Source: an optimization exercise on an open RTL-to-GDS flow (aim: small area). Production flows keep margins and buffers that such runs may drop. The RTL was checked by simulation tests, not by an equivalence proof against the original design. Power and IR drop assume default switching activity.

===== config.mk =====
export PLATFORM = sky130hd
export DESIGN_NAME = regfile
export DESIGN_NICKNAME = regfile
export VERILOG_FILES = /design/flow/design.v
export SDC_FILE = /design/flow/constraint.sdc
export NUM_CORES = 4
export LEC_CHECK = 0
export CAP_MARGIN = 10
export CORE_MARGIN = 2
export CORE_UTILIZATION = 45
export CTS_CLUSTER_DIAMETER = 80
export CTS_CLUSTER_SIZE = 25
export SLEW_MARGIN = 10
export SYNTH_HIERARCHICAL = 1

===== constraint.sdc =====
create_clock -name core_clock -period 8.0 [get_ports {clk}]
set_input_delay 1.6000 -clock core_clock [delete_from_list [all_inputs] [get_ports {clk}]]
set_output_delay 1.6000 -clock core_clock [all_outputs]
set_load 0.01 [all_outputs]

===== design.v =====
module regfile_hold #(
  parameter int DW = 32
) (
  input  logic [DW-1:0] q,
  input  logic [DW-1:0] w,
  input  logic          en,
  input  logic          en_n,
  output logic [DW-1:0] d
);
  assign d = (q & {DW{en_n}}) | (w & {DW{en}});
endmodule
module regfile_aoi3 #(
  parameter int DW = 32
) (
  input  logic [2:0]    s,
  input  logic [DW-1:0] a,
  input  logic [DW-1:0] b,
  input  logic [DW-1:0] c,
  output logic [DW-1:0] y_n
);
  assign y_n = ~((a & {DW{s[0]}}) | (b & {DW{s[1]}}) | (c & {DW{s[2]}}));
endmodule
module regfile_aoi2 #(
  parameter int DW = 32
) (
  input  logic [1:0]    s,
  input  logic [DW-1:0] a,
  input  logic [DW-1:0] b,
  output logic [DW-1:0] y_n
);
  assign y_n = ~((a & {DW{s[0]}}) | (b & {DW{s[1]}}));
endmodule
module regfile_rmux #(
  parameter int DW = 32
) (
  input  logic [31:0]       sel,
  input  logic [32*DW-1:0] d,
  output logic [DW-1:0]     y
);
  logic [DW-1:0] t_n [0:10];
  for (genvar g = 0; g < 10; g++) begin : g_aoi3
    regfile_aoi3 #(.DW(DW)) u_aoi (
      .s(sel[3*g +: 3]), .a(d[3*g*DW +: DW]), .b(d[(3*g+1)*DW +: DW]),
      .c(d[(3*g+2)*DW +: DW]), .y_n(t_n[g])
    );
  end
  regfile_aoi2 #(.DW(DW)) u_aoi2 (
    .s(sel[31:30]), .a(d[30*DW +: DW]), .b(d[31*DW +: DW]), .y_n(t_n[10])
  );
  always_comb begin
    y = '0;
    for (int g = 0; g <= 10; g++) y = y | ~t_n[g];
  end
endmodule
module regfile #(
  parameter int NREGS = 32,
  parameter int AW    = 5,
  parameter int DW    = 32
) (
  input  logic             clk,
  input  logic             rst_n,
  input  logic             we_i,
  input  logic [AW-1:0]    waddr_i,
  input  logic [DW-1:0]    wdata_i,
  input  logic             wload_i,
  input  logic [AW-1:0]    raddr1_i,
  input  logic [AW-1:0]    raddr2_i,
  output logic [DW-1:0]    rdata1_o,
  output logic [DW-1:0]    rdata2_o,
  input  logic             rs1_used_i,
  input  logic             rs2_used_i,
  input  logic [AW-1:0]    rs1_i,
  input  logic [AW-1:0]    rs2_i,
  input  logic             ld_issue_i,
  input  logic [AW-1:0]    ld_rd_i,
  input  logic             flush_i,
  output logic             stall_o,
  output logic [NREGS-1:0] busy_o
);
  logic [DW-1:0]    regs [1:NREGS-1];
  logic [DW-1:0]    regs_d [1:NREGS-1];
  logic [NREGS-1:1] vld_q;
  logic [NREGS-1:1] wen;
  logic [NREGS-1:1] wen_n;
  logic [NREGS-1:0] busy_q;
  logic [NREGS-1:0] busy_d;
  logic             wb_load;
  logic             haz1;
  logic             haz2;
  assign wb_load = we_i & wload_i & (waddr_i != '0);
  always_comb begin
    for (int i = 1; i < NREGS; i++) begin
      wen[i]   = we_i && (waddr_i == AW'(i));
      wen_n[i] = ~wen[i];
    end
  end
  for (genvar i = 1; i < NREGS; i++) begin : g_row
    regfile_hold #(.DW(DW)) u_hold (
      .q(regs[i]), .w(wdata_i), .en(wen[i]), .en_n(wen_n[i]), .d(regs_d[i])
    );
  end
  always_ff @(posedge clk) begin
    for (int i = 1; i < NREGS; i++) regs[i] <= regs_d[i];
  end
  always_ff @(posedge clk or negedge rst_n) begin
    if (!rst_n) vld_q <= '0;
    else        vld_q <= vld_q | wen;
  end
  logic [32*DW-1:0] rd_words;
  logic [31:0]   sel1, sel2;
  always_comb begin
    rd_words[DW-1:0] = wdata_i;
    for (int i = 1; i < NREGS; i++) rd_words[i*DW +: DW] = regs[i];
  end
  function automatic logic [31:0] rd_sel(input logic [AW-1:0] ra,
                                         input logic we, input logic [AW-1:0] wa,
                                         input logic rn, input logic [NREGS-1:1] vld);
    logic hit;
    logic [31:0] s;
    hit  = we && (wa == ra) && (ra != '0);
    s[0] = rn & hit;
    for (int i = 1; i < NREGS; i++) s[i] = rn & ~hit & (ra == AW'(i)) & vld[i];
    rd_sel = s;
  endfunction
  assign sel1 = rd_sel(raddr1_i, we_i, waddr_i, rst_n, vld_q);
  assign sel2 = rd_sel(raddr2_i, we_i, waddr_i, rst_n, vld_q);
  regfile_rmux #(.DW(DW)) u_rmux1 (.sel(sel1), .d(rd_words), .y(rdata1_o));
  regfile_rmux #(.DW(DW)) u_rmux2 (.sel(sel2), .d(rd_words), .y(rdata2_o));
  always_comb begin
    busy_d = busy_q;
    if (flush_i) begin
      busy_d = '0;
    end else begin
      if (wb_load)                         busy_d[waddr_i] = 1'b0;
      if (ld_issue_i && (ld_rd_i != '0))   busy_d[ld_rd_i] = 1'b1;
    end
    busy_d[0] = 1'b0;
  end
  always_ff @(posedge clk or negedge rst_n) begin
    if (!rst_n) busy_q <= '0;
    else        busy_q <= busy_d;
  end
  assign haz1 = rs1_used_i & busy_q[rs1_i] & ~(we_i & wload_i & (waddr_i == rs1_i));
  assign haz2 = rs2_used_i & busy_q[rs2_i] & ~(we_i & wload_i & (waddr_i == rs2_i));
  assign stall_o = haz1 | haz2;
  assign busy_o  = busy_q;
endmodule

===== run.sh =====
#!/bin/bash
# synth_recipe.tcl (not shown) runs the flow's synth.tcl, then flattens the netlist and writes it again
# the make line also repeats each setting of config.mk as NAME=value (left out here)
make -C /OpenROAD-flow-scripts/flow DESIGN_CONFIG=/design/flow/config.mk WORK_HOME=/design/flow/orfs CLKGATE_MAP_FILE= SYNTH_SCRIPT=/design/flow/synth_recipe.tcl finish

==> summary.txt, run 1 <==
Outcome
  – Status: no timing/DRC/antenna violations

Synthesis
  – EDFF count, synth: 0
  – Synth top area cells: dfxtp_1 (44%), a22o_1 (18%), a222oi_1 (14%)
  – Dominant cell type by area after synthesis: dfxtp_1
  – Mapped Cells: 3,853
  – Post-synthesis async set-or-reset flop share: 5.88%
  – Synth top area share: 43.8%
  – Seq/Total Area, Yosys: 47.2%
  – Yosys warning total: 12
  – Yosys reg bits: 1,054
  – Synth Cell Area: 45,400 um^2
  – Netlist cell types: 50
  – Ys flop type: dfxtp_1
  – Mean Syn Cell Area: 11.8 um^2
  – Synthesized net count: 3,934

Clocking
  – # resized after CTS: 0
  – Reg clk slew, reported paths: 0.10 ns
  – Cts hold-fix bufs: 0
  – Clock buffer depth: 3
  – H-Tree Depth: 2
  – Clk Latency, worst-skew pair: 0.69 ns
  – TritonCTS clock tree: yes
  – Post-CTS Repair Setup Buffers: 0
  – CTS sink count: 1,054
  – Num CTS Buffers: 51
  – Clk root buf: clkbuf_16

Route
  – WL/cell: 40.5 um
  – 1st-iter DRT viols: 10,900
  – Routed WL: 209 mm
  – Via count: 41,700
  – Post-DR vias/cell: 8.06
  – DRC: 0
  – DRT Pass-1 Iters: 14
  – Routed Antenna Nets: 0

Power and ir drop
  – Worst vdd ir: 0.000180 V
  – Clock share of power: 26.5%
  – Sw Pwr: 3.34 mW
  – Comb power frac: 13.9%
  – Net Sw Frac: 28.0%
  – Part of the power in registers: 59.6%
  – Int Pwr: 8.58 mW
  – Pwr Density: 250 nW/um^2
  – Leak pwr: 18.2 nW

Floorplan
  – Core area: 100,000 um^2
  – Die area: 103,000 um^2
  – Number of placement rows: 116
  – Height of the die: 322 um
  – Ports: 167
  – Initial Util: 45.4%
  – Die X: 322 um

Critical path
  – Required time worst endpoint: 6.40 ns
  – CP startpoint kind: primary input
  – CP max FO: 20
  – Max incr delay on CP: 0.70 ns
  – Crit-path most repeated cell: clkdlybuf4s50_1
  – Endpoint type of the worst setup path: output port
  – Setup Crit Path Kind: in2out
  – CP arrival: 6.10 ns
  – CP Cell Sequence: clkdlybuf4s50_1, xnor2_1, nand3_1, o311ai_2, nor2b_1, and3_2, buf_4, a222oi_1, nand4_1, or3_1, clkdlybuf4s50_1
  – Slowest-stage cell, CP: clkdlybuf4s50_1

GRT
  – Total GRT Usage: 38.6%
  – Largest net degree at the start of global routing: 51
  – Vias in the first global route: 38,900
  – First-pass GRT wire length: 290 mm
  – Gr ovfl total: 0
  – Initial antenna violation count: 15

STA
  – Final WS setup: 0.305 ns
  – Max-Slew Margin vs Limit: 3.32%
  – Final hold vios: 0
  – Min Tclk post-route: 7.70 ns
  – Tightest Pin Transition: 1.45 ns
  – Setup TNS: 0 ns
  – Unrepaired setup endpoints after global routing: false
  – Clock skew: 0 ns
  – Max-slew violations: 0
  – Final setup vio count: 0
  – Tcrit/Tclk final: 96.2%
  – F_max: 130 MHz

Finish
  – Non-filler cells, final: 5,167
  – Fraction of layout cells with a size suffix above 1: 10.8%
  – Layout Cell Area excl Fill: 47,700 um^2
  – Area Growth Syn to Fin: 5.22%
  – Post-layout util: 47.7%
  – Layout Nets: 3,921

Placement
  – Detailed placement HPWL: 127 mm
  – Pre-CTS WS: 0.451 ns
  – Routability congestion estimate: 0.953
  – IO buf count: 165
  – Placed insts: 5,085
  – Dpl cell area: 46,200 um^2

Job
  – Max Cap Viol: 0

Worst hold path
  – Hold/Removal Path Class: reg2reg
[kinds of logic (layout without fill, tap and decap cells)]
family                   count (synthesis)  in the layout  share of synthesized area, %
AO/OA/AOI/OAI                         1780           1780                          35.6
flip-flops                            1054           1054                          47.2
AND/OR/NAND/NOR                        511            511                          6.35
buffers and inverters                  446            456                          9.11
XOR/XNOR                                28             28                         0.541
multiplexers                            22             22                         0.899
adder cells (fa/ha/maj)                 11             11                         0.303
other                                    1              7                       0.00827
[power groups by stage]
stage          Clock [mW]  Combinational [mW]  Sequential [mW]
6_report             3.16                1.66             7.10
5_1_grt              3.33                1.75             7.20
4_1_cts              3.14                1.62             7.05
3_5_place_dp            0                1.63             7.15
3_3_place_gp            0                1.58             7.14
2_1_floorplan           0                1.18             6.94
[placed cells by master (no fill, tap or decap), types with 8 or more instances in the layout]
cell	count
dfrtp_1	62
a222oi_1	640
nor2_1	24
or3_1	65
nand2b_1	35
nand3_1	91
a22o_1	930
dfxtp_1	992
nor3_1	12
o21ai_0	36
and3_2	58
clkbuf_1	9
a22oi_1	64
nand2_2	31
ha_1	11
a21oi_1	34
inv_1	38
clkdlybuf4s50_1	164
nand4_1	131
mux4_2	8
nor2b_1	12
nand2_1	27
clkbuf_16	52
a22o_2	62
xnor2_1	21
buf_4	172
[state kept, by name, indices dropped and copies added, names as in the netlist]
register  cells
busy_q       31
vld_q        31
regs        992
[final cells by class]
class / count / area, um^2
timing repair buffer: 341 / 3020
antenna: 6 / 15.0
clock buffer: 62 / 1350
tap: 1298 / 1620
sequential: 1054 / 21400
fill: 9080 / 52300
multi-input combinational: 2353 / 20000
inverter: 39 / 146
clock inverter: 14 / 189
[per-layer routing]
layer  GRT usage, %  wire length [um]
met1           49.3             76600
met2           55.6             86500
met3           13.7             31500
met4           23.7             14700
met5              0               134
[worst paths after layout]
| kind | from | end | slack, ns | cells past startpoint |
|---|---|---|---|---|
| max in group asynchronous | rst_n | busy_q[2] | 5.98 | 2 |
| setup reg to reg | busy_q[16] | busy_q[16] | 7.17 | 2 |
| setup / recovery | raddr2_i[2] | rdata2_o[4] | 0.30 | 11 |
| hold reg to reg | vld_q[22] | vld_q[22] | 0.49 | 1 |
| hold / removal | vld_q[22] | vld_q[22] | 0.49 | 1 |
| min in group asynchronous | rst_n | vld_q[25] | 0.88 | 1 |
[cell usage after synthesis (all sizes together) (4+ instances only)]
master and instances:
a21oi 34, a222oi 640, a22o 992, a22oi 64, and3 65, buf 393, clkbuf 14, dfrtp 62
dfxtp 992, ha 11, inv 39, mux2 5, mux2i 4, mux4 13, nand2 58, nand2b 35
nand3 91, nand3b 4, nand4 131, nor2 24, nor2b 12, nor3 14, nor3b 6, o21ai 36
o311ai 5, or3 65, xnor2 21, xor2 7
[metrics by stage]
stage | total power, mW | hold WS (ns)
3_5_place_dp | 8.78 | 0.457
4_1_cts | 11.8 | 0.484
5_1_grt | 12.3 | 0.503
3_3_place_gp | 8.72 | 0.457
6_report | 11.9 | 0.487
2_1_floorplan | 8.12 | 0.440
[critical path, delay by kind of cell]
family,cells,cell delay [ns]
buffers and inverters,3,1.56
AO/OA/AOI/OAI,2,1.03
XOR/XNOR,1,0.18
AND/OR/NAND/NOR,5,1.70
==> run 2, diff against run 1 <==
==> flow/run.sh (new file) <==
#!/bin/bash
# The standard layout (standard.sh, unchanged synthesis), with two changes:
#  - the ports are buffered with the smallest buffer (buf_1) instead of the
#    default pick; every input and output port still gets its own buffer;
#  - clock tree synthesis does not add dummy loads.
# All tool output goes to the step logs under orfs/logs and to flow.log here.
set -euo pipefail
export BUFFER_PORTS_ARGS="-buffer_cell sky130_fd_sc_hd__buf_1"
export CTS_ARGS="-sink_clustering_enable -repair_clock_nets -dont_use_dummy_load -sink_clustering_size 25 -sink_clustering_max_diameter 80"
bash standard.sh > flow.log 2>&1
==> standard.sh (new file) <==
#!/bin/bash
# synth_recipe.tcl (not shown) runs the flow's synth.tcl, then flattens the netlist and writes it again
# the make line also repeats each setting of config.mk as NAME=value (left out here)
make -C /OpenROAD-flow-scripts/flow DESIGN_CONFIG=/design/flow/config.mk WORK_HOME=/design/flow/orfs CLKGATE_MAP_FILE= SYNTH_SCRIPT=/design/flow/synth_recipe.tcl "${@:-finish}"
--- a/config.mk
+++ b/config.mk
@@ -7,3 +7,3 @@
 export LEC_CHECK = 0
-export CAP_MARGIN = 10
+export CAP_MARGIN = 5
 export CORE_MARGIN = 2
@@ -12,3 +12,3 @@
 export CTS_CLUSTER_SIZE = 25
-export SLEW_MARGIN = 10
+export SLEW_MARGIN = 5
 export SYNTH_HIERARCHICAL = 1
removed: run.sh
==> run 2 against run 1 <==
Net effect:
- still clean on timing, DRC and antenna
- die area did not move
- synthesized cell count did not move
- first-iteration DRC count rose by 6.5%
- sequential cell count did not move
==> summary.txt, run 2 <==
Outcome
  – Status: no timing/DRC/antenna violations

Job
  – Max Cap Viol: 0

Synthesis
  – Synth Cell Area: 45,400 um^2
  – EDFF count, synth: 0
  – Netlist cell types: 50
  – Seq/Total Area, Yosys: 47.2%
  – Synthesized net count: 3,934
  – Mapped Cells: 3,853
  – Synth top area share: 43.8%
  – Mean Syn Cell Area: 11.8 um^2
  – Yosys warning total: 12
  – Top-count cell post-synth: dfxtp_1
  – Dominant cell type by area after synthesis: dfxtp_1
  – Ys flop type: dfxtp_1
  – Synth top area cells: dfxtp_1 (44%), a22o_1 (18%), a222oi_1 (14%)
  – Yosys reg bits: 1,054
  – Synth top cells by count: dfxtp_1 (992), a22o_1 (930), a222oi_1 (640)
  – Post-synthesis async set-or-reset flop share: 5.88%

Clocking
  – Num CTS Buffers: 53
  – Clk root buf: clkbuf_16
  – # resized after CTS: 0
  – Cts hold-fix bufs: 0
  – Clock buffer depth: 3
  – Clk Latency, worst-skew pair: 0.63 ns
  – CTS sink count: 1,054
  – Post-CTS Repair Setup Buffers: 0
  – TritonCTS clock tree: yes
  – Reg clk slew, reported paths: 0.04 ns
  – H-Tree Depth: 2

Critical path
  – Setup Crit Path Kind: in2out
  – CP arrival: 5.69 ns
  – CP startpoint kind: primary input
  – CP max FO: 32
  – R2R setup slack: 7.20 ns
  – Endpoint type of the worst setup path: output port
  – Required time worst endpoint: 6.40 ns

GRT
  – Initial antenna violation count: 19
  – Gr ovfl total: 0
  – Largest net degree at the start of global routing: 49
  – Vias in the first global route: 37,200
  – Total GRT Usage: 37.7%
  – First-pass GRT wire length: 285 mm

Finish
  – Layout Nets: 3,866
  – Number of flip-flops in the largest register: 992
  – Commonest non-fill, non-tap cell in the layout: dfxtp_1
  – Area Growth Syn to Fin: 1.51%
  – Non-filler cells, final: 5,085
  – Largest Register: regs
  – Fraction of layout cells with a size suffix above 1: 9.97%
  – Most frequent cells in the layout: dfxtp_1 (992), a22o_1 (930), a222oi_1 (640), buf_1 (136), nand4_1 (131)
  – Top Registers: regs: 992 flops, busy_q: 31 flops, vld_q: 31 flops

Floorplan
  – Ports: 167
  – Number of placement rows: 116
  – Core area: 100,000 um^2
  – Die X: 322 um
  – Height of the die: 322 um
  – Initial Util: 45.4%
  – Die area: 103,000 um^2

STA
  – Hold_ws: 0.488 ns
  – Unrepaired setup endpoints after global routing: false
  – F_max: 137 MHz
  – Final WS setup: 0.710 ns
  – Final setup vio count: 0
  – Setup TNS: 0 ns
  – Clock skew: 0 ns
  – Tcrit/Tclk final: 91.1%
  – Max-slew violations: 0
  – Max-Slew Margin vs Limit: 20.6%
  – Tightest Pin Transition: 1.19 ns
  – Final hold vios: 0
  – Min Tclk post-route: 7.29 ns

Route
  – Routed WL: 206 mm
  – Routed Antenna Nets: 0
  – 1st-iter DRT viols: 11,600
  – Post-DR vias/cell: 8.18
  – DRT Pass-1 Iters: 14
  – DRC: 0
  – Via count: 41,600
  – WL/cell: 40.5 um

Power and ir drop
  – Leak pwr: 17.5 nW
  – Worst vdd ir: 0.000177 V
  – Tot Pwr: 11.6 mW
  – Pwr Density: 253 nW/um^2

Placement
  – Placed insts: 5,028
  – Pre-CTS WS: 0.946 ns
  – Detailed placement HPWL: 121 mm
  – Routability congestion estimate: 0.943
  – IO buf count: 165

Worst hold path
  – Hold/Removal Path Class: reg2reg
[run 2: cell counts after synthesis]
Identical to the previous run, type by type.
[run 2: final cells by class]
class / count / area, um^2
Antenna cell: 4 / 10.0
Timing Repair Buffer: 284 / 1550
Clock buffer: 53 / 1330
Multi-Input combinational cell: 2353 / 20000
Fill cell: 9139 / 53900
Tap cell: 1298 / 1620
Inverter: 39 / 146
Sequential cell: 1054 / 21400
[run 2: final timing paths]
path | start | to | cells past startpoint
hold reg to reg | vld_q[12] | vld_q[12] | 1
setup reg to reg | busy_q[28] | busy_q[28] | 2
min in group asynchronous | rst_n | vld_q[28] | 1
max in group asynchronous | rst_n | vld_q[12] | 2
setup / recovery | waddr_i[0] | rdata1_o[30] | 10
hold / removal | vld_q[12] | vld_q[12] | 1
[run 2: through the flow]
step	area (um^2)	utilization [%]
finish	46100	46.1
global placement	44700	44.7
detailed placement	44700	44.7
global route	46000	46.0
floorplan	45400	-
CTS	46000	46.0
[run 2: per-layer routing]
metal / GRT usage, % / vias up / part of all wire, %
met2: 53.4 / 4112 / 40
met1: 50.9 / 20200 / 37
met3: 11.4 / 805 / 16
li1: - / 16400 / -
met4: 21.1 / 16 / 7.0
met5: 0 / - / 0.051
[run 2: critical path: stages]
cell and delay (ns):
buf_1 0.56, xnor2_1 0.20, nand3_1 0.19, o311ai_2 0.58, nor2_1 0.17, and3_2 0.58
a222oi_1 0.89, nand4_1 0.17, or3_1 0.48, buf_1 0.17
[run 2: cells by family after synthesis]
logic type | count (synthesis) | synth area share, %
muxes | 22 | 0.899
AOI/OAI and AO/OA | 1780 | 35.6
other | 1 | 0.00827
and+or+nand+nor | 511 | 6.35
DFF | 1054 | 47.2
adders and majority gates | 11 | 0.303
xor gates and xnor gates | 28 | 0.541
buffers and inverters | 446 | 9.11
[run 2: report_power, final]
part | switching, mW | total, mW | leakage [nW] | internal [mW]
combinational | 0.654 | 1.60 | 7.81 | 0.942
clock | 1.76 | 2.94 | 0.653 | 1.18
sequential | 0.830 | 7.10 | 9.04 | 6.27
==> run 3, diff against run 2 <==
--- a/design.v
+++ b/design.v
@@ -89,2 +89,12 @@
   logic             haz2;
+  function automatic logic [3:0] dec_lo(input logic [AW-1:0] a);
+    for (int k = 0; k < 4; k++) dec_lo[k] = (a[1:0] == 2'(k));
+  endfunction
+  function automatic logic [7:0] dec_hi(input logic [AW-1:0] a, input logic en);
+    for (int k = 0; k < 8; k++) dec_hi[k] = en & (a[4:2] == 3'(k));
+  endfunction
+  logic [3:0] wa_lo;
+  logic [7:0] wa_hi;
+  assign wa_lo = dec_lo(waddr_i);
+  assign wa_hi = dec_hi(waddr_i, we_i);
   assign wb_load = we_i & wload_i & (waddr_i != '0);
@@ -92,3 +102,3 @@
     for (int i = 1; i < NREGS; i++) begin
-      wen[i]   = we_i && (waddr_i == AW'(i));
+      wen[i]   = wa_lo[i % 4] & wa_hi[i / 4];
       wen_n[i] = ~wen[i];
@@ -117,7 +127,11 @@
                                          input logic rn, input logic [NREGS-1:1] vld);
-    logic hit;
+    logic       hit;
+    logic [3:0] lo;
+    logic [7:0] hi;
     logic [31:0] s;
     hit  = we && (wa == ra) && (ra != '0);
+    lo   = dec_lo(ra);
+    hi   = dec_hi(ra, rn & ~hit);
     s[0] = rn & hit;
-    for (int i = 1; i < NREGS; i++) s[i] = rn & ~hit & (ra == AW'(i)) & vld[i];
+    for (int i = 1; i < NREGS; i++) s[i] = hi[i / 4] & lo[i % 4] & vld[i];
     rd_sel = s;
@@ -128,11 +142,11 @@
   regfile_rmux #(.DW(DW)) u_rmux2 (.sel(sel2), .d(rd_words), .y(rdata2_o));
+  logic [3:0] ld_lo;
+  logic [7:0] ld_hi;
+  assign ld_lo = dec_lo(ld_rd_i);
+  assign ld_hi = dec_hi(ld_rd_i, ld_issue_i);
   always_comb begin
-    busy_d = busy_q;
-    if (flush_i) begin
-      busy_d = '0;
-    end else begin
-      if (wb_load)                         busy_d[waddr_i] = 1'b0;
-      if (ld_issue_i && (ld_rd_i != '0))   busy_d[ld_rd_i] = 1'b1;
+    busy_d[0] = 1'b0;
+    for (int i = 1; i < NREGS; i++) begin
+      busy_d[i] = ~flush_i & ((ld_hi[i / 4] & ld_lo[i % 4]) | (busy_q[i] & ~(wload_i & wen[i])));
     end
-    busy_d[0] = 1'b0;
   end
==> run 3 against run 2 <==
Net effect:
- die area decreased by 0.67%
- combinational power down 3%
- critical path depth is 1 higher
- non-clock buffer count is 36 higher
- area after synthesis shrank 0.68%
- cell count barely moved
- critical endpoint is now rdata1_o[14]
- global-route usage decreased by 1.1 points
- first-iteration DRC count decreased by 8.1%
- largest power group unchanged
- largest cell class unchanged
- clock-buffer cell count is 2 lower
- worst hold slack gained 0.0032 ns
- utilization up 0.12 points
==> summary.txt, run 3 <==
Outcome
  – Status: no timing/DRC/antenna violations

Synthesis
  – Synth top area share: 44.1%
  – Seq/Total Area, Yosys: 47.5%
  – Synthesized net count: 3,882
  – Netlist cell types: 45
  – Top-count cell post-synth: dfxtp_1
  – Dominant cell type by area after synthesis: dfxtp_1
  – Ys flop type: dfxtp_1
  – Mean Syn Cell Area: 11.8 um^2
  – Synth top cells by count: dfxtp_1 (992), a22o_1 (930), a222oi_1 (640)
  – Mapped Cells: 3,812
  – Synth Cell Area: 45,100 um^2
  – EDFF count, synth: 0
  – Yosys reg bits: 1,054
  – Yosys warning total: 12
  – Synth top area cells: dfxtp_1 (44%), a22o_1 (18%), a222oi_1 (14%)
  – Post-synthesis async set-or-reset flop share: 5.88%

Critical path
  – Required time worst endpoint: 6.40 ns
  – CP arrival: 5.50 ns
  – Delay-heaviest family, CP: simple AND/OR/NAND/NOR gates
  – Slowest-stage cell, CP: o41ai_2
  – Crit path from: waddr_i[0]
  – Endpoint type of the worst setup path: output port
  – Setup Crit Path Kind: in2out
  – Max incr delay on CP: 0.58 ns
  – CP bufs+invs: 3
  – CP startpoint kind: primary input
  – CP Cell Sequence: buf_1, xnor2_1, nand3_1, o41ai_2, nor2_1, and3_2, buf_4, a222oi_1, nand4_1, or3_1, buf_1
  – Crit-path most repeated cell: buf_1
  – Worst r2r src: busy_q[4]
  – CP max FO: 20

STA
  – Unrepaired setup endpoints after global routing: false
  – Max-slew violations: 0
  – Final setup vio count: 0
  – Clock skew: 0 ns
  – Min Tclk post-route: 7.10 ns
  – Tcrit/Tclk final: 88.7%
  – Setup TNS: 0 ns
  – F_max: 141 MHz
  – Tightest Pin Transition: 1.12 ns
  – Final hold vios: 0
  – Max-Slew Margin vs Limit: 25.0%

Route
  – Via count: 41,000
  – Post-DR vias/cell: 8.07
  – WL/cell: 39.0 um
  – DRC: 0
  – Routed Antenna Nets: 0
  – Routed WL: 198 mm
  – DRT Pass-1 Iters: 12
  – 1st-iter DRT viols: 10,700

Clocking
  – Clk root buf: clkbuf_16
  – Clock buffer depth: 3
  – H-Tree Depth: 2
  – # resized after CTS: 0
  – Clk Latency, worst-skew pair: 0.65 ns
  – Post-CTS Repair Setup Buffers: 0
  – Cts hold-fix bufs: 0
  – Num CTS Buffers: 51
  – TritonCTS clock tree: yes
  – CTS sink count: 1,054
  – Reg clk slew, reported paths: 0.06 ns

GRT
  – Total GRT Usage: 36.6%
  – Initial antenna violation count: 10
  – Gr ovfl total: 0
  – Vias in the first global route: 38,100
  – First-pass GRT wire length: 279 mm
  – Largest net degree at the start of global routing: 42

Finish
  – Most frequent cells in the layout: dfxtp_1 (992), a22o_1 (930), a222oi_1 (640), buf_4 (155)
  – Area Growth Syn to Fin: 2.17%
  – Largest Register: regs
  – Non-filler cells, final: 5,082
  – Number of flip-flops in the largest register: 992
  – Fill cell count: 9,103
  – Top Registers: regs: 992 flops, busy_q: 31 flops, vld_q: 31 flops
  – Fraction of layout cells with a size suffix above 1: 10.9%
  – Layout Cell Area excl Fill: 46,000 um^2
  – Commonest non-fill, non-tap cell in the layout: dfxtp_1
  – Layout Nets: 3,853

Floorplan
  – Initial Util: 45.2%
  – Die X: 320 um
  – Ports: 167
  – Height of the die: 320 um
  – Core area: 99,700 um^2
  – Die area: 103,000 um^2
  – Number of placement rows: 116

Job
  – Max Cap Viol: 0

Worst hold path
  – HP Start: vld_q[20]
  – Hold/Removal Path Class: reg2reg

Placement
  – Placed insts: 5,028
  – Routability congestion estimate: 0.968
  – Detailed placement HPWL: 122 mm
  – IO buf count: 165
  – Dpl cell area: 44,800 um^2

Power and ir drop
  – Worst vdd ir: 0.000175 V
  – Pwr Density: 251 nW/um^2
  – Int Pwr: 8.35 mW
  – Clock share of power: 24.9%
  – Leak pwr: 17.3 nW
  – Net Sw Frac: 27.7%
  – Comb power frac: 13.5%
  – Part of the power in registers: 61.6%
  – Sw Pwr: 3.19 mW
run 3: cell types whose count changed after synthesis, moves of 6 or more:
cell      delta
or2_2       +16
nand2b_1     -6
a21oi_1     -32
nand3_1      -7
nor2_1      +44
ha_1        -11
nand2_1     -15
o21ai_0     -34
nor3b_1      -6
nor3_1       +8
inv_1        -6
a22oi_1     +31
run 3: through the flow:
| step | util (%) | power [mW] | setup slack (ns) | hold WS, ns |
|---|---|---|---|---|
| floorplan | - | 8.11 | 2.65 | 0.440 |
| global placement | 44.9 | 8.63 | 1.07 | 0.455 |
| detailed placement | 44.9 | 8.69 | 1.07 | 0.464 |
| CTS | 46.2 | 11.4 | 1.05 | 0.490 |
| global route | 46.2 | 11.9 | 0.817 | 0.502 |
| finish | 46.2 | 11.5 | 0.901 | 0.491 |
run 3: cell type report:
type	instances	area [um^2]	area share (%)
inverter	32	120	0.261
antenna	3	7.51	0.0163
clock buffer	51	1280	2.77
timing repair buffer	320	1820	3.96
sequential	1054	21400	46.5
multi-input combinational	2324	19800	43.0
tap	1298	1620	3.53
run 3: routing by layer:
| metal | track usage, % | share of wire (%) | vias to the layer above |
|---|---|---|---|
| li1 | - | - | 16400 |
| met3 | 11.2 | 14 | 741 |
| met5 | 1.23 | 0.13 | - |
| met2 | 53.5 | 42 | 3708 |
| met1 | 47.7 | 38 | 20200 |
| met4 | 20.6 | 6.5 | 20 |
run 3: kinds of logic after synthesis:
family	after synthesis	share of synthesized area, %
AO/OA/AOI/OAI	1742	35.5
AND/OR/NAND/NOR	545	6.69
multiplexers	18	0.852
flip-flops	1054	47.5
XOR/XNOR	18	0.350
buffers and inverters	434	9.07
other	1	0.00832
run 3: worst paths after layout:
path                       slack (ns)            to  cells after the start
min in group asynchronous        1.07     vld_q[28]                      2
max in group asynchronous        6.45      vld_q[7]                      2
min reg2reg                      0.49     vld_q[20]                      1
min                              0.49     vld_q[20]                      1
max                              0.90  rdata1_o[14]                     11
max reg2reg                      7.17     busy_q[4]                      2
run 3: worst reg2reg max path, delay by kind of cell, from the launching register on:
kind	cells	cell delay [ns]
AO/OA/AOI/OAI	1	0.19
flip-flops	1	0.46
AND/OR/NAND/NOR	1	0.06
run 3: power groups by stage:
stage | clock network [mW] | registers [mW] | logic [mW]
4_1_cts | 2.87 | 7.05 | 1.52
2_1_floorplan | 0 | 6.94 | 1.17
3_3_place_gp | 0 | 7.14 | 1.48
6_report | 2.88 | 7.11 | 1.55
3_5_place_dp | 0 | 7.16 | 1.53
5_1_grt | 3.06 | 7.21 | 1.65
==> run 4, diff against run 3 <==
--- a/design.v
+++ b/design.v
@@ -107,5 +107,7 @@
   for (genvar i = 1; i < NREGS; i++) begin : g_row
-    regfile_hold #(.DW(DW)) u_hold (
-      .q(regs[i]), .w(wdata_i), .en(wen[i]), .en_n(wen_n[i]), .d(regs_d[i])
-    );
+    for (genvar b = 0; b < DW; b++) begin : g_bit
+      regfile_hold #(.DW(1)) u_hold (
+        .q(regs[i][b]), .w(wdata_i[b]), .en(wen[i]), .en_n(wen_n[i]), .d(regs_d[i][b])
+      );
+    end
   end
--- a/flow/run.sh
+++ b/flow/run.sh
@@ -8,3 +8,3 @@
 export BUFFER_PORTS_ARGS="-buffer_cell sky130_fd_sc_hd__buf_1"
-export CTS_ARGS="-sink_clustering_enable -repair_clock_nets -dont_use_dummy_load -sink_clustering_size 25 -sink_clustering_max_diameter 80"
+export CTS_ARGS="-sink_clustering_enable -repair_clock_nets -dont_use_dummy_load -sink_clustering_size 25 -sink_clustering_max_diameter 100"
 bash standard.sh > flow.log 2>&1
--- a/config.mk
+++ b/config.mk
@@ -10,3 +10,3 @@
 export CORE_UTILIZATION = 45
-export CTS_CLUSTER_DIAMETER = 80
+export CTS_CLUSTER_DIAMETER = 100
 export CTS_CLUSTER_SIZE = 25
==> run 4 against run 3 <==
Net effect:
- clock power fell by 2%
- synthesized cell count decreased by 4.9%
- critical path depth unchanged
- sequential power about the same
- first-iteration DRC count shrank 1.3%
- non-clock buffer count down 20
- sequential share of layout area rose by 0.33 points
==> summary.txt, run 4 <==
Placement
  – Placed insts: 4,975
  – IO buf count: 165
  – Pre-CTS WS: 0.881 ns
  – Routability congestion estimate: 0.978
  – Detailed placement HPWL: 121 mm

STA
  – Final setup vio count: 0
  – Tcrit/Tclk final: 93.2%
  – Clock skew: 0 ns
  – Final WS setup: 0.541 ns
  – F_max: 134 MHz
  – Max-slew violations: 0
  – Setup TNS: 0 ns
  – Min Tclk post-route: 7.46 ns
  – Max-Slew Margin vs Limit: 9.23%
  – Tightest Pin Transition: 1.36 ns
  – Final hold vios: 0
  – Unrepaired setup endpoints after global routing: false

Floorplan
  – Die area: 97,800 um^2
  – Ports: 167
  – Initial Util: 45.3%
  – Height of the die: 313 um
  – Die X: 313 um
  – Core area: 94,700 um^2
  – Number of placement rows: 113

Synthesis
  – Netlist cell types: 44
  – Mean Syn Cell Area: 11.8 um^2
  – Synth top cells by count: a22o_1 (992), dfxtp_1 (992), a222oi_1 (640)
  – Synth top area share: 46.3%
  – Ys flop type: dfxtp_1
  – Yosys reg bits: 1,054
  – Yosys warning total: 12
  – Mapped Cells: 3,626
  – EDFF count, synth: 0
  – Synth Cell Area: 42,900 um^2
  – Post-synthesis async set-or-reset flop share: 5.88%
  – Dominant cell type by area after synthesis: dfxtp_1
  – Seq/Total Area, Yosys: 49.9%
  – Synthesized net count: 3,696
  – Synth top area cells: dfxtp_1 (46%), a22o_1 (20%), a222oi_1 (15%)

GRT
  – First-pass GRT wire length: 287 mm
  – Initial antenna violation count: 18
  – Total GRT Usage: 39.8%
  – Gr ovfl total: 0
  – Largest net degree at the start of global routing: 55
  – Vias in the first global route: 38,300

Job
  – Max Cap Viol: 0

Finish
  – Layout Nets: 3,830
  – Non-filler cells, final: 5,033
  – Largest Register: regs
  – Top Registers: regs: 992 flops, busy_q: 31 flops, vld_q: 31 flops
  – Number of flip-flops in the largest register: 992
  – Fill cell count: 8,672
  – Fraction of layout cells with a size suffix above 1: 8.62%
  – Most frequent cells in the layout: a22o_1 (992), dfxtp_1 (992), a222oi_1 (640), buf_1 (147), buf_4 (135)
  – Area Growth Syn to Fin: 6.58%

Critical path
  – R2R setup slack: 7.18 ns
  – Required time worst endpoint: 6.40 ns
  – Setup Crit Path Kind: in2out
  – CP arrival: 5.86 ns
  – Reg2Reg Depth: 2
  – Worst r2r src: busy_q[2]
  – CP max FO: 24
  – FF-to-FF End: busy_q[2]
  – CP startpoint kind: primary input
  – Endpoint type of the worst setup path: output port

Clocking
  – Clock buffer depth: 3
  – H-Tree Depth: 2
  – Cts hold-fix bufs: 0
  – CTS sink count: 1,054
  – Reg clk slew, reported paths: 0.10 ns
  – TritonCTS clock tree: yes
  – Clk Latency, worst-skew pair: 0.67 ns
  – Clk root buf: clkbuf_16
  – Post-CTS Repair Setup Buffers: 0
  – # resized after CTS: 0
  – Num CTS Buffers: 48

Worst hold path
  – Hold path cells: 1
  – HP Start: vld_q[29]
  – Hold/Removal Path Class: reg2reg
  – Endpoint, Worst Hold: vld_q[29]

Route
  – 1st-iter DRT viols: 10,500
  – DRC: 0
  – Via count: 41,600
  – WL/cell: 41.0 um
  – Routed WL: 206 mm
  – Routed Antenna Nets: 0
  – Post-DR vias/cell: 8.27
  – DRT Pass-1 Iters: 15

Power and ir drop
  – Leak pwr: 17.1 nW
  – Pwr Density: 252 nW/um^2
  – Worst vdd ir: 0.000173 V

Outcome
  – Status: no timing/DRC/antenna violations
## run 4: cell type report
class,count,area [um^2],share of cell area (%)
Clock buffer,48,1200,2.63
Tap cell,1265,1580,3.46
Antenna cell,10,25.0,0.0547
Timing Repair Buffer,300,1660,3.62
Sequential cell,1054,21400,46.8
Inverter,32,120,0.263
Multi-Input combinational cell,2324,19700,43.1
## run 4: cells by family after synthesis
logic type,Yosys count,share of synthesized area (%)
compound gates,1742,37.1
xor+xnor,18,0.368
buf+inv,248,4.65
flops,1054,49.9
mux,18,0.896
other cells,1,0.00874
simple gates,545,7.02
## run 4: critical path: stages
cell and delay, ns:
buf_1 0.58, xnor2_1 0.19, nand3_1 0.18, o41ai_2 0.67
nor2_1 0.18, and3_2 0.59, buf_4 0.34, a222oi_1 0.41
nand4_1 0.33, or3_1 0.60, buf_1 0.19
## run 4: worst max path at each step
stage,startpoint,to,slack (ns)
6_report,waddr_i[3],rdata2_o[30],0.54
2_1_floorplan,waddr_i[4],regs[13][0],2.62
4_1_cts,waddr_i[3],rdata2_o[25],0.89
3_5_place_dp,waddr_i[3],rdata2_o[25],0.88
3_3_place_gp,waddr_i[3],rdata2_o[21],0.95
5_1_grt,waddr_i[3],rdata2_o[30],0.56
## run 4: routing by layer
metal	vias to the layer above	track usage, %	share of wire, %
met5	-	0.580	0.048
met4	12	24.6	7.4
met3	933	13.9	16
li1	16300	-	-
met1	20300	51.2	36
met2	4076	57.0	41
## run 4: stage by stage
step                power, mW  hold slack [ns]  utilization, %  cell area (um^2)
floorplan                8.07            0.440               -             42900
global placement         8.64            0.456            47.0             44500
detailed placement       8.69            0.457            47.0             44500
CTS                      11.4            0.484            48.2             45700
global route             11.9            0.512            48.2             45700
finish                   11.5            0.490            48.3             45700
## run 4: report_power, final
part           switching (mW)  internal [mW]  total, mW  leakage, nW
Clock                    1.75           1.08       2.83        0.592
Sequential              0.842           6.27       7.11         9.04
Combinational           0.635          0.922       1.56         7.50
==> run 5, diff against run 4 <==
--- a/design.v
+++ b/design.v
@@ -52,2 +52,25 @@
     for (int g = 0; g <= 10; g++) y = y | ~t_n[g];
+  end
+endmodule
+module regfile_wdec (
+  input  logic [3:0]  lo,
+  input  logic [7:0]  hi,
+  output logic [31:1] en,
+  output logic [31:1] en_n
+);
+  always_comb begin
+    for (int i = 1; i < 32; i++) begin
+      en[i]   = lo[i % 4] & hi[i / 4];
+      en_n[i] = ~(lo[i % 4] & hi[i / 4]);
+    end
+  end
+endmodule
+module regfile_rsel (
+  input  logic [3:0]  lo,
+  input  logic [7:0]  hi,
+  input  logic [31:1] vld,
+  output logic [31:1] sel
+);
+  always_comb begin
+    for (int i = 1; i < 32; i++) sel[i] = hi[i / 4] & lo[i % 4] & vld[i];
   end
@@ -79,2 +102,3 @@
 );
+  localparam int HW = DW / 2;
   logic [DW-1:0]    regs [1:NREGS-1];
@@ -84,2 +108,4 @@
   logic [NREGS-1:1] wen_n;
+  logic [NREGS-1:1] wen_h;
+  logic [NREGS-1:1] wen_h_n;
   logic [NREGS-1:0] busy_q;
@@ -100,13 +126,15 @@
   assign wb_load = we_i & wload_i & (waddr_i != '0);
-  always_comb begin
-    for (int i = 1; i < NREGS; i++) begin
-      wen[i]   = wa_lo[i % 4] & wa_hi[i / 4];
-      wen_n[i] = ~wen[i];
-    end
-  end
+  regfile_wdec u_wdec_lo (.lo(wa_lo), .hi(wa_hi), .en(wen),   .en_n(wen_n));
+  regfile_wdec u_wdec_hi (.lo(wa_lo), .hi(wa_hi), .en(wen_h), .en_n(wen_h_n));
   for (genvar i = 1; i < NREGS; i++) begin : g_row
     for (genvar b = 0; b < DW; b++) begin : g_bit
-      regfile_hold #(.DW(1)) u_hold (
-        .q(regs[i][b]), .w(wdata_i[b]), .en(wen[i]), .en_n(wen_n[i]), .d(regs_d[i][b])
-      );
+      if (b < HW) begin : g_lo
+        regfile_hold #(.DW(1)) u_hold (
+          .q(regs[i][b]), .w(wdata_i[b]), .en(wen[i]), .en_n(wen_n[i]), .d(regs_d[i][b])
+        );
+      end else begin : g_hi
+        regfile_hold #(.DW(1)) u_hold (
+          .q(regs[i][b]), .w(wdata_i[b]), .en(wen_h[i]), .en_n(wen_h_n[i]), .d(regs_d[i][b])
+        );
+      end
     end
@@ -120,26 +148,37 @@
   end
-  logic [32*DW-1:0] rd_words;
-  logic [31:0]   sel1, sel2;
-  always_comb begin
-    rd_words[DW-1:0] = wdata_i;
-    for (int i = 1; i < NREGS; i++) rd_words[i*DW +: DW] = regs[i];
-  end
-  function automatic logic [31:0] rd_sel(input logic [AW-1:0] ra,
-                                         input logic we, input logic [AW-1:0] wa,
-                                         input logic rn, input logic [NREGS-1:1] vld);
-    logic       hit;
-    logic [3:0] lo;
-    logic [7:0] hi;
-    logic [31:0] s;
-    hit  = we && (wa == ra) && (ra != '0);
-    lo   = dec_lo(ra);
-    hi   = dec_hi(ra, rn & ~hit);
-    s[0] = rn & hit;
-    for (int i = 1; i < NREGS; i++) s[i] = hi[i / 4] & lo[i % 4] & vld[i];
-    rd_sel = s;
+  logic [32*HW-1:0] rd_words_lo, rd_words_hi;
+  always_comb begin
+    rd_words_lo[HW-1:0] = wdata_i[HW-1:0];
+    rd_words_hi[HW-1:0] = wdata_i[DW-1:HW];
+    for (int i = 1; i < NREGS; i++) begin
+      rd_words_lo[i*HW +: HW] = regs[i][HW-1:0];
+      rd_words_hi[i*HW +: HW] = regs[i][DW-1:HW];
+    end
+  end
+  function automatic logic rd_hit(input logic [AW-1:0] ra,
+                                  input logic we, input logic [AW-1:0] wa);
+    rd_hit = we && (wa == ra) && (ra != '0);
   endfunction
-  assign sel1 = rd_sel(raddr1_i, we_i, waddr_i, rst_n, vld_q);
-  assign sel2 = rd_sel(raddr2_i, we_i, waddr_i, rst_n, vld_q);
-  regfile_rmux #(.DW(DW)) u_rmux1 (.sel(sel1), .d(rd_words), .y(rdata1_o));
-  regfile_rmux #(.DW(DW)) u_rmux2 (.sel(sel2), .d(rd_words), .y(rdata2_o));
+  logic       hit1, hit2;
+  logic [3:0] ra1_lo, ra2_lo;
+  logic [7:0] ra1_hi, ra2_hi;
+  logic [31:0] sel1_lo, sel1_hi, sel2_lo, sel2_hi;
+  assign hit1   = rd_hit(raddr1_i, we_i, waddr_i);
+  assign hit2   = rd_hit(raddr2_i, we_i, waddr_i);
+  assign ra1_lo = dec_lo(raddr1_i);
+  assign ra2_lo = dec_lo(raddr2_i);
+  assign ra1_hi = dec_hi(raddr1_i, rst_n & ~hit1);
+  assign ra2_hi = dec_hi(raddr2_i, rst_n & ~hit2);
+  assign sel1_lo[0] = rst_n & hit1;
+  assign sel1_hi[0] = rst_n & hit1;
+  assign sel2_lo[0] = rst_n & hit2;
+  assign sel2_hi[0] = rst_n & hit2;
+  regfile_rsel u_rsel1_lo (.lo(ra1_lo), .hi(ra1_hi), .vld(vld_q), .sel(sel1_lo[31:1]));
+  regfile_rsel u_rsel1_hi (.lo(ra1_lo), .hi(ra1_hi), .vld(vld_q), .sel(sel1_hi[31:1]));
+  regfile_rsel u_rsel2_lo (.lo(ra2_lo), .hi(ra2_hi), .vld(vld_q), .sel(sel2_lo[31:1]));
+  regfile_rsel u_rsel2_hi (.lo(ra2_lo), .hi(ra2_hi), .vld(vld_q), .sel(sel2_hi[31:1]));
+  regfile_rmux #(.DW(HW)) u_rmux1_lo (.sel(sel1_lo), .d(rd_words_lo), .y(rdata1_o[HW-1:0]));
+  regfile_rmux #(.DW(HW)) u_rmux1_hi (.sel(sel1_hi), .d(rd_words_hi), .y(rdata1_o[DW-1:HW]));
+  regfile_rmux #(.DW(HW)) u_rmux2_lo (.sel(sel2_lo), .d(rd_words_lo), .y(rdata2_o[HW-1:0]));
+  regfile_rmux #(.DW(HW)) u_rmux2_hi (.sel(sel2_hi), .d(rd_words_hi), .y(rdata2_o[DW-1:HW]));
   logic [3:0] ld_lo;
==> run 5 against run 4 <==
Net effect:
- still clean on timing, DRC and antenna
- total power decreased by 0.15%
- synthesized cell count is 1.9% higher
- fmax increased by 4.4%
- non-clock buffer count is 70 lower
- area after synthesis increased by 1.4%
- sequential power rose by 0.6%
- clock skew is the same
- sequential share of layout area fell by 0.25 points
- cell count increased by 1.2%
- largest cell class unchanged
==> summary.txt, run 5 <==
Finish
  – Area Growth Syn to Fin: 5.72%
  – Layout Cell Area excl Fill: 46,000 um^2
  – Area of the multi-input gates: 20,600 um^2
  – Fill cell count: 8,855
  – Seq. cell area: 21,400 um^2
  – Most frequent cells in the layout: a22o_1 (992), dfxtp_1 (992), a222oi_1 (640), nand4_1 (133), buf_1 (132)
  – Top Registers: regs: 992 flops, busy_q: 31 flops, vld_q: 31 flops
  – Fraction of layout cells with a size suffix above 1: 6.54%
  – Post-layout util: 47.7%
  – Layout Nets: 3,881
  – Largest Register: regs
  – Number of flip-flops in the largest register: 992
  – Non-filler cells, final: 5,091

Job
  – Max Cap Viol: 0

Floorplan
  – Die X: 315 um
  – Number of placement rows: 114
  – Initial Util: 45.2%
  – Die area: 99,100 um^2
  – Core area: 96,300 um^2
  – Ports: 167
  – Height of the die: 315 um

STA
  – Setup TNS: 0 ns
  – Hold_ws: 0.516 ns
  – Final setup vio count: 0
  – Final hold vios: 0
  – Final WS setup: 0.855 ns
  – Unrepaired setup endpoints after global routing: false
  – Tcrit/Tclk final: 89.3%
  – F_max: 140 MHz
  – Tightest Pin Transition: 1.22 ns
  – Clock skew: 0 ns
  – Max-slew violations: 0
  – Max-Slew Margin vs Limit: 19.0%
  – Min Tclk post-route: 7.15 ns

Critical path
  – Endpoint type of the worst setup path: output port
  – Worst r2r src: vld_q[18]
  – CP arrival: 5.55 ns
  – CP startpoint kind: primary input
  – Reg2Reg Depth: 1
  – Crit path from: waddr_i[1]
  – CP max FO: 16
  – Setup Crit Path Kind: in2out
  – Required time worst endpoint: 6.40 ns
  – FF-to-FF End: vld_q[18]
  – R2R setup slack: 7.11 ns

Worst hold path
  – Hold/Removal Path Class: reg2reg
  – Hold path cells: 1
  – HP Start: regs[26][26]
  – Endpoint, Worst Hold: regs[26][26]

Clocking
  – H-Tree Depth: 2
  – TritonCTS clock tree: yes
  – Num CTS Buffers: 48
  – CTS sink count: 1,054
  – # resized after CTS: 0
  – Cts hold-fix bufs: 0
  – Clock buffer depth: 3
  – Post-CTS Repair Setup Buffers: 0
  – Clk root buf: clkbuf_16
  – Reg clk slew, reported paths: 0.07 ns
  – Clk Latency, worst-skew pair: 0.65 ns

Route
  – WL/cell: 36.5 um
  – Routed WL: 186 mm
  – DRC: 0
  – DRT Pass-1 Iters: 14
  – 1st-iter DRT viols: 9,687
  – Post-DR vias/cell: 7.96
  – Via count: 40,500
  – Routed Antenna Nets: 0

Synthesis
  – Mean Syn Cell Area: 11.8 um^2
  – Netlist cell types: 46
  – Seq/Total Area, Yosys: 49.3%
  – Synth top area share: 45.7%
  – Dominant cell type by area after synthesis: dfxtp_1
  – EDFF count, synth: 0
  – Synth top cells by count: a22o_1 (992), dfxtp_1 (992), a222oi_1 (640)
  – Synth Cell Area: 43,500 um^2
  – Post-synthesis async set-or-reset flop share: 5.88%
  – Ys flop type: dfxtp_1
  – Synth top area cells: dfxtp_1 (46%), a22o_1 (20%), a222oi_1 (15%)
  – Yosys warning total: 14
  – Mapped Cells: 3,695
  – Synthesized net count: 3,765
  – Yosys reg bits: 1,054

GRT
  – Gr ovfl total: 0
  – Largest net degree at the start of global routing: 37
  – First-pass GRT wire length: 266 mm
  – Total GRT Usage: 35.7%
  – Vias in the first global route: 36,300
  – Initial antenna violation count: 10

Placement
  – Dpl cell area: 44,700 um^2
  – Detailed placement HPWL: 121 mm
  – Placed insts: 5,037
  – Pre-CTS WS: 1.14 ns
  – IO buf count: 165
  – Routability congestion estimate: 0.995

Power and ir drop
  – Comb power frac: 13.5%
  – Clock share of power: 24.2%
  – Pwr Density: 250 nW/um^2
  – Net Sw Frac: 27.9%
  – Sw Pwr: 3.21 mW
  – Int Pwr: 8.28 mW
  – Tot Pwr: 11.5 mW
  – Part of the power in registers: 62.3%
  – Worst vdd ir: 0.000195 V
  – Leak pwr: 17.4 nW

Outcome
  – Status: no timing/DRC/antenna violations
[run 5: changes by cell type in the layout (fill, tap and decap cells not counted), moves of 16 or more]
cell / before / now
and3_1: 0 / 124
a22oi_1: 95 / 55
buf_4: 135 / 65
and3_2: 62 / 0
nand3_1: 84 / 67
nand2b_1: 29 / 13
nand2_1: 31 / 108
inv_1: 32 / 2
and2_1: 2 / 50
a22oi_2: 0 / 36
and2_2: 0 / 16
[run 5: how the worst max path moves through the flow]
stage	slack, ns	end
floorplan	2.51	rdata2_o[10]
global placement	1.20	rdata1_o[3]
detailed placement	1.14	rdata1_o[2]
CTS	1.13	rdata1_o[3]
global route	0.95	rdata1_o[2]
finish	0.85	rdata1_o[2]
[run 5: logic make-up (layout without fill, tap and decap cells)]
| group | count (synthesis) | count (layout) | synth area share [%] |
|---|---|---|---|
| simple gates | 696 | 696 | 8.87 |
| flops | 1054 | 1054 | 49.3 |
| other cells | 1 | 7 | 0.00863 |
| mux | 18 | 18 | 0.884 |
| compound gates | 1742 | 1742 | 37.1 |
| xor+xnor | 18 | 18 | 0.363 |
| buf+inv | 166 | 280 | 3.48 |
[run 5: Yosys stat by module, one instance, submodules excluded, a selection]
module / area (um^2) / flip-flops and latches / cells / copies in the design
regfile: 23300 / 1054 / 1351 / 1
regfile_wdec: 362 / 0 / 66 / 2
regfile_rsel: 194 / 0 / 31 / 4
[run 5: area by class of cell]
type                    count  share of cell area [%]
diodes                      6                  0.0327
multi-input cells        2475                    44.8
flip-flops and latches   1054                    46.6
inverters                   2                  0.0163
well taps                1276                    3.47
clock buffers              48                    2.61
repair buffers            230                    2.50
[run 5: critical path, cell delays in order]
cell and delay, ns:
buf_1 0.46, xor2_1 0.21, nor4_1 0.09, nand3b_1 0.24
nor2_1 0.81, and3_1 1.05, a22oi_1 0.22, nand4_1 0.24
or3_1 0.40, buf_1 0.20
[run 5: power by group through the flow]
stage	Clock (mW)	Sequential, mW	Combinational, mW
global placement	0	7.20	1.48
floorplan	0	6.96	1.14
global route	2.97	7.27	1.66
CTS	2.80	7.10	1.52
detailed placement	0	7.21	1.53
finish	2.77	7.15	1.56
[run 5: metal layers]
layer  up-vias  share of wire, %  global-route usage [%]
met1     19900                39                    50.4
met5         -             0.074                   0.725
li1      16600                 -                       -
met3       508                13                    6.31
met2      3463                42                    52.4
met4        10               6.1                    17.8

## port drivers added, routing unchanged
The results above use ideal ports. As a check the final layouts listed here were re-extracted and re-timed, cells and wires unchanged. Step 1: set_driving_cell puts a clkbuf_16 on clk and a buf_2 on each other input, an assumption about the parent block. Step 2, shift: input delay + t, output delay - t, t = (earliest + latest rising clock arrival at the registers) / 2. This alone moves slack from input paths to output paths. a / b / c = ideal / step 1 / step 2; a / b = the first two.
run	t, ns	setup WS [ns]	clock arrival spread, ns
run 1	0.790	0.305 / 0.280 / 0.280	0.037 / 0.037
run 2	0.722	0.710 / 0.668 / 0.668	0.100 / 0.099
run 3	0.737	0.901 / 0.877 / 0.877	0.056 / 0.056
run 4	0.750	0.541 / 0.510 / 0.510	0.066 / 0.067
run 5	0.727	0.855 / 0.827 / 0.827	0.033 / 0.032
After both steps setup and hold are still met in every run listed. The setup slack of run 2, which loses most, moves by -0.042 ns with the drivers and by -0.042 ns with both steps.
